What follows belongs to an exercise in optimizing a design on an open flow for small area; a production flow would make more cautious choices. In this exercise RTL edits were held to simulation tests only and were not proved equivalent to the original. No activity file was given, so power comes from the tool's default toggle rates.

==> 10-04 <==
## rv32i_exec_top
module rv32i_exec_top
#(
    parameter logic [31:0] RESET_PC = 32'h0000_0000
) (
    input  logic        clk,
    input  logic        arst_n,
    input  logic        instr_valid,
    input  logic [31:0] instr,
    output logic [31:0] pc,
    output logic        wb_valid,
    output logic [4:0]  wb_rd,
    output logic [31:0] wb_data
);
clock: 10.0 ns
lec_check: 0
cap_margin: 20
core_margin: 2
core_utilization: 30
setup_slack_margin: 0.2
slew_margin: 20
standard.sh (not shown) runs the stock make flow with config.mk's settings and CLKGATE_MAP_FILE= SYNTH_SCRIPT=/design/flow/synth_recipe.tcl, a recipe that flattens the netlist after the stock synthesis.
==> flow/flow/run.sh <==
#!/bin/bash
# Own layout flow: the standard ORFS flow (standard.sh), with
#  - the register file's gate modules given one sky130 cell each (map_cells.py)
#  - synthesis as synth_recipe.tcl does it, but ABC run with an area-oriented script
#  - a denser floorplan, smaller clock buffers and no CTS dummy loads
set -euo pipefail
HERE=$(pwd)
FD=$HERE/flow

python3 $FD/map_cells.py $HERE/design.v $HERE/design_mapped.v > $HERE/map_cells.log 2>&1

# synthesis script: ORFS's synth.tcl with only the final abc script swapped
sed "s|log_cmd abc {\*}\$abc_args|set abc_args [lreplace \$abc_args 1 1 $FD/abc_area.script]\n  log_cmd abc {*}\$abc_args|" \
    $FLOW_HOME/scripts/synth.tcl > $HERE/my_synth_body.tcl
grep -q "abc_area.script\]" $HERE/my_synth_body.tcl
sed "s|source \$::env(SCRIPTS_DIR)/synth.tcl|source $HERE/my_synth_body.tcl|" $HERE/synth_recipe.tcl > $HERE/my_synth.tcl
grep -q my_synth_body $HERE/my_synth.tcl

source $FD/settings.sh

bash standard.sh VERILOG_FILES=$HERE/design_mapped.v SYNTH_SCRIPT=$HERE/my_synth.tcl "${MAKE_ARGS[@]}" ${FLOW_TARGET:-finish} > $HERE/flow_make.log 2>&1
==> flow/flow/map_cells.py <==
#!/usr/bin/env python3
"""Give each of the design's gate modules (rf_wmux, rf_aoi222, rf_aoi22 and the
line drivers rf_drv_*) a body of one sky130 cell, the cell with exactly the
module's function. The register file, the shifter and the next-pc select use
these modules. Reads the design on argv[1], writes the result to argv[2]."""
import re, sys

CELLS = {
    'rf_wmux':   'sky130_fd_sc_hd__a22o_1 u_cell (.A1(we), .A2(d), .B1(we_n), .B2(q), .X(y));',
    'rf_aoi222': 'sky130_fd_sc_hd__a222oi_1 u_cell (.A1(a1), .A2(a2), .B1(b1), .B2(b2), .C1(c1), .C2(c2), .Y(y));',
    'rf_aoi22':  'sky130_fd_sc_hd__a22oi_1 u_cell (.A1(a1), .A2(a2), .B1(b1), .B2(b2), .Y(y));',
    'rf_drv_and3': 'sky130_fd_sc_hd__and3_2 u_cell (.A(a), .B(b), .C(c), .X(y));',
    'rf_drv_and2': 'sky130_fd_sc_hd__and2_2 u_cell (.A(a), .B(b), .X(y));',
    'rf_drv_or2':  'sky130_fd_sc_hd__or2_2 u_cell (.A(a), .B(b), .X(y));',
    'rf_drv_buf':  'sky130_fd_sc_hd__buf_4 u_cell (.A(a), .X(y));',
}

src = open(sys.argv[1]).read()
for mod, cell in CELLS.items():
    pat = re.compile(r'(module\s+' + mod + r'\s*\(.*?\);)(.*?)(endmodule)', re.S)
    m = pat.search(src)
    if not m:
        sys.exit('module %s not found' % mod)
    if 'assign y' not in m.group(2):
        sys.exit('module %s has an unexpected body' % mod)
    src = src[:m.start()] + m.group(1) + '\n    ' + cell + '\n' + m.group(3) + src[m.end():]
open(sys.argv[2], 'w').write(src)
Other scripts of this flow, unchanged in this note and not shown: flow/flow/abc_area.script, flow/flow/settings.sh
==> 12-23 (differences from 10-04) <==
--- a/flow/design.v
+++ b/flow/design.v
@@ -68,20 +68,12 @@
     output logic y
 );
     assign y = a | b;
 endmodule
 `default_nettype wire
 `default_nettype none
-module rf_drv_buf (
-    input  logic a,
-    output logic y
-);
-    assign y = a;
-endmodule
-`default_nettype wire
-`default_nettype none
 module add_bk #(
     parameter int W = 32
 ) (
     input  logic [W-1:0] a,
     input  logic [W-1:0] b,
     input  logic         ci,
@@ -202,20 +194,16 @@
         rf_drv_and3 u_sel2 (.a(s2_hi[i / 8]), .b(s2_lo[i % 8]), .c(rdok[i]), .y(sel2[i]));
     end
     always_ff @(posedge clk or negedge arst_n) begin
         if (!arst_n) valid <= '0;
         else         valid <= valid | we;
     end
-    logic [31:0] wdat;
-    for (genvar b = 0; b < 32; b++) begin : g_wd
-        rf_drv_buf u_wd (.a(wb_data[b]), .y(wdat[b]));
-    end
     for (genvar i = 1; i < 32; i++) begin : g_reg
         logic [31:0] nxt;
         for (genvar b = 0; b < 32; b++) begin : g_bit
-            rf_wmux u_wmux (.we(we[i]), .we_n(we_n[i]), .d(wdat[b]), .q(regs[i][b]), .y(nxt[b]));
+            rf_wmux u_wmux (.we(we[i]), .we_n(we_n[i]), .d(wb_data[b]), .q(regs[i][b]), .y(nxt[b]));
         end
         always_ff @(posedge clk) regs[i] <= nxt;
     end
     for (genvar b = 0; b < 32; b++) begin : g_rd
         logic [30:0] dv;
         for (genvar i = 1; i < 32; i++) begin : g_d
@@ -285,13 +273,13 @@
                 assign st[k+1][j] = ~((sh_p[k] & st[k][j]) | sh_l[k]
                                       | (sh_r[k] & (j + D < 32 ? st[k][(j + D) % 32] : fill)));
             end
         end
     end
     assign shout = ~st[5];
-    logic [31:0] pc4, tgt, pc_d;
+    logic [31:0] pc4, tgt, npc, pc_d;
     logic [31:0] timm;
     logic        t_co;
     logic [31:1] t_hp, t_hg;
     assign timm = opc[2] ? {{12{instr[31]}}, instr[19:12], instr[20], instr[30:21], 1'b0}   
                          : {{20{instr[31]}}, instr[7], instr[30:25], instr[11:8], 1'b0};  
     add_bk #(.W(31)) u_tgt (.a(pc_q[31:1]), .b(timm[31:1]), .ci(1'b0), .s(tgt[31:1]), .co(t_co),
@@ -303,28 +291,18 @@
         assign pc4[k] = pc_q[k] ^ ci[k];
         if (k < 31) begin : g_c
             assign ci[k+1] = pc_q[k] & ci[k];
         end
     end
     assign pc4[1:0] = pc_q[1:0];
-    logic np_jalr, np_tgt, np_seq, np_hold;
-    logic [31:0] jalr_tgt;
-    assign np_jalr  = instr_valid & is_jalr;
-    assign np_tgt   = instr_valid & (is_jal | (is_br & taken));
-    assign np_seq   = instr_valid & ~is_jalr & ~(is_jal | (is_br & taken));
-    assign np_hold  = ~instr_valid;
-    assign jalr_tgt = {sum[31:1], 1'b0};
-    for (genvar b = 0; b < 32; b++) begin : g_npc
-        logic t3_n;
-        rf_aoi222 u_aoi (
-            .a1(np_jalr), .a2(jalr_tgt[b]),
-            .b1(np_tgt),  .b2(tgt[b]),
-            .c1(np_seq),  .c2(pc4[b]),
-            .y(t3_n));
-        assign pc_d[b] = ~(t3_n & ~(np_hold & pc_q[b]));
+    always_comb begin
+        if (is_jalr)                       npc = {sum[31:1], 1'b0};
+        else if (is_jal | (is_br & taken)) npc = tgt;
+        else                               npc = pc4;
     end
+    assign pc_d = instr_valid ? npc : pc_q;
     logic [31:1] pc_hi;
     logic        pc_lo;
     always_ff @(posedge clk or negedge arst_n) begin
         if (!arst_n) pc_hi <= RESET_PC[31:1];
         else         pc_hi <= pc_d[31:1];
     end
==> flow/flow/map_cells.py (replaced) <==
#!/usr/bin/env python3
"""Give the register file's gate modules (rf_wmux, rf_aoi222, rf_aoi22) and the drivers
of its long select and write-enable lines (rf_drv_*) a
body of one sky130 cell each, the cell with exactly the module's function.
Reads the design on argv[1], writes the result to argv[2]."""
import re, sys

CELLS = {
    'rf_wmux':   'sky130_fd_sc_hd__a22o_1 u_cell (.A1(we), .A2(d), .B1(we_n), .B2(q), .X(y));',
    'rf_aoi222': 'sky130_fd_sc_hd__a222oi_1 u_cell (.A1(a1), .A2(a2), .B1(b1), .B2(b2), .C1(c1), .C2(c2), .Y(y));',
    'rf_aoi22':  'sky130_fd_sc_hd__a22oi_1 u_cell (.A1(a1), .A2(a2), .B1(b1), .B2(b2), .Y(y));',
    'rf_drv_and3': 'sky130_fd_sc_hd__and3_2 u_cell (.A(a), .B(b), .C(c), .X(y));',
    'rf_drv_and2': 'sky130_fd_sc_hd__and2_2 u_cell (.A(a), .B(b), .X(y));',
    'rf_drv_or2':  'sky130_fd_sc_hd__or2_2 u_cell (.A(a), .B(b), .X(y));',
}

src = open(sys.argv[1]).read()
for mod, cell in CELLS.items():
    pat = re.compile(r'(module\s+' + mod + r'\s*\(.*?\);)(.*?)(endmodule)', re.S)
    m = pat.search(src)
    if not m:
        sys.exit('module %s not found' % mod)
    if 'assign y' not in m.group(2):
        sys.exit('module %s has an unexpected body' % mod)
    src = src[:m.start()] + m.group(1) + '\n    ' + cell + '\n' + m.group(3) + src[m.end():]
open(sys.argv[2], 'w').write(src)
==> notes.md <==
- The leakage dissipation is 0.0188 µW.
- The internal power is 5770 µW.
- Of the available clock period, the critical path in the final layout requires 95.1%.
- The routed wirelength normalized by instance count is 45.4 µm.
- The synthesized netlist devotes 8.04% of its cell area to simple gates.
- The run finished with no timing, DRC or antenna violations.
- The aggregate routed wire length is 263 mm.
- The post-route worst setup slack is 0.489 ns.
- In this run the worst setup path terminates at pc_hi[21].
- The endpoint of the worst-slack reg-to-reg timing path is pc_hi[21].
- Setup slack on the worst reg-to-reg path comes out at 0.54 ns.
- The area taken by flip-flops and latches is 22200 µm².
- The clock network power share is 27.5%.
- The area of the die is 109000 µm².
Source of the figures above: 12-23

==> notes.md <==
- The internal power is 5670 µW.
- The termination of the worst setup path is pc_hi[26].
- The reg-to-reg setup timing slack is 0.59 ns.
- After layout, the worst setup slack is 0.398 ns.
- The aggregate routed wire length is 271 mm.
- For this design the static power due to leakage is 0.0186 µW.
- The endpoint of the worst-slack reg-to-reg timing path is pc_hi[26].
- The routed wirelength normalized by instance count is 46.9 µm.
- The run finished with no timing, DRC or antenna violations.
- The floorplan step defined a die boundary enclosing 109000 µm².
- The clock arrives with 0.0670 ns of skew.
- The largest net degree at the start of global routing is 41.
- The clock network power share is 27.7%.
Source of the figures above: 10-04

[afterwards: timing with drivers on the ports]
The results above use ideal ports. As a check the final layouts listed here were re-extracted and re-timed, cells and wires unchanged. Step 1 assumes that a clkbuf_16 drives the clock port and a buf_2 every other input. Step 2 times the ports against the registers' clock, not the clock port: input delays grow and output delays shrink by t, the midpoint of the rising clock arrivals with the driver on. Three values: ideal, step 1, step 2; two values: the first two.
run	t, ns	setup slack, ns	hold slack, ns	worst setup path after step 2	cell pins on the clock port's net
10-04	0.881	0.398 / 0.453 / -0.428	0.476 / 0.476 / 0.476	input to register	1
12-23	0.857	0.489 / 0.544 / -0.313	0.477 / 0.477 / 0.477	input to register	1
With both steps, setup timing fails in 10-04 and 12-23, where it was met with ideal ports. For 10-04, which loses most, drivers alone change the setup slack by +0.055 ns; drivers and shift together by -0.826 ns.
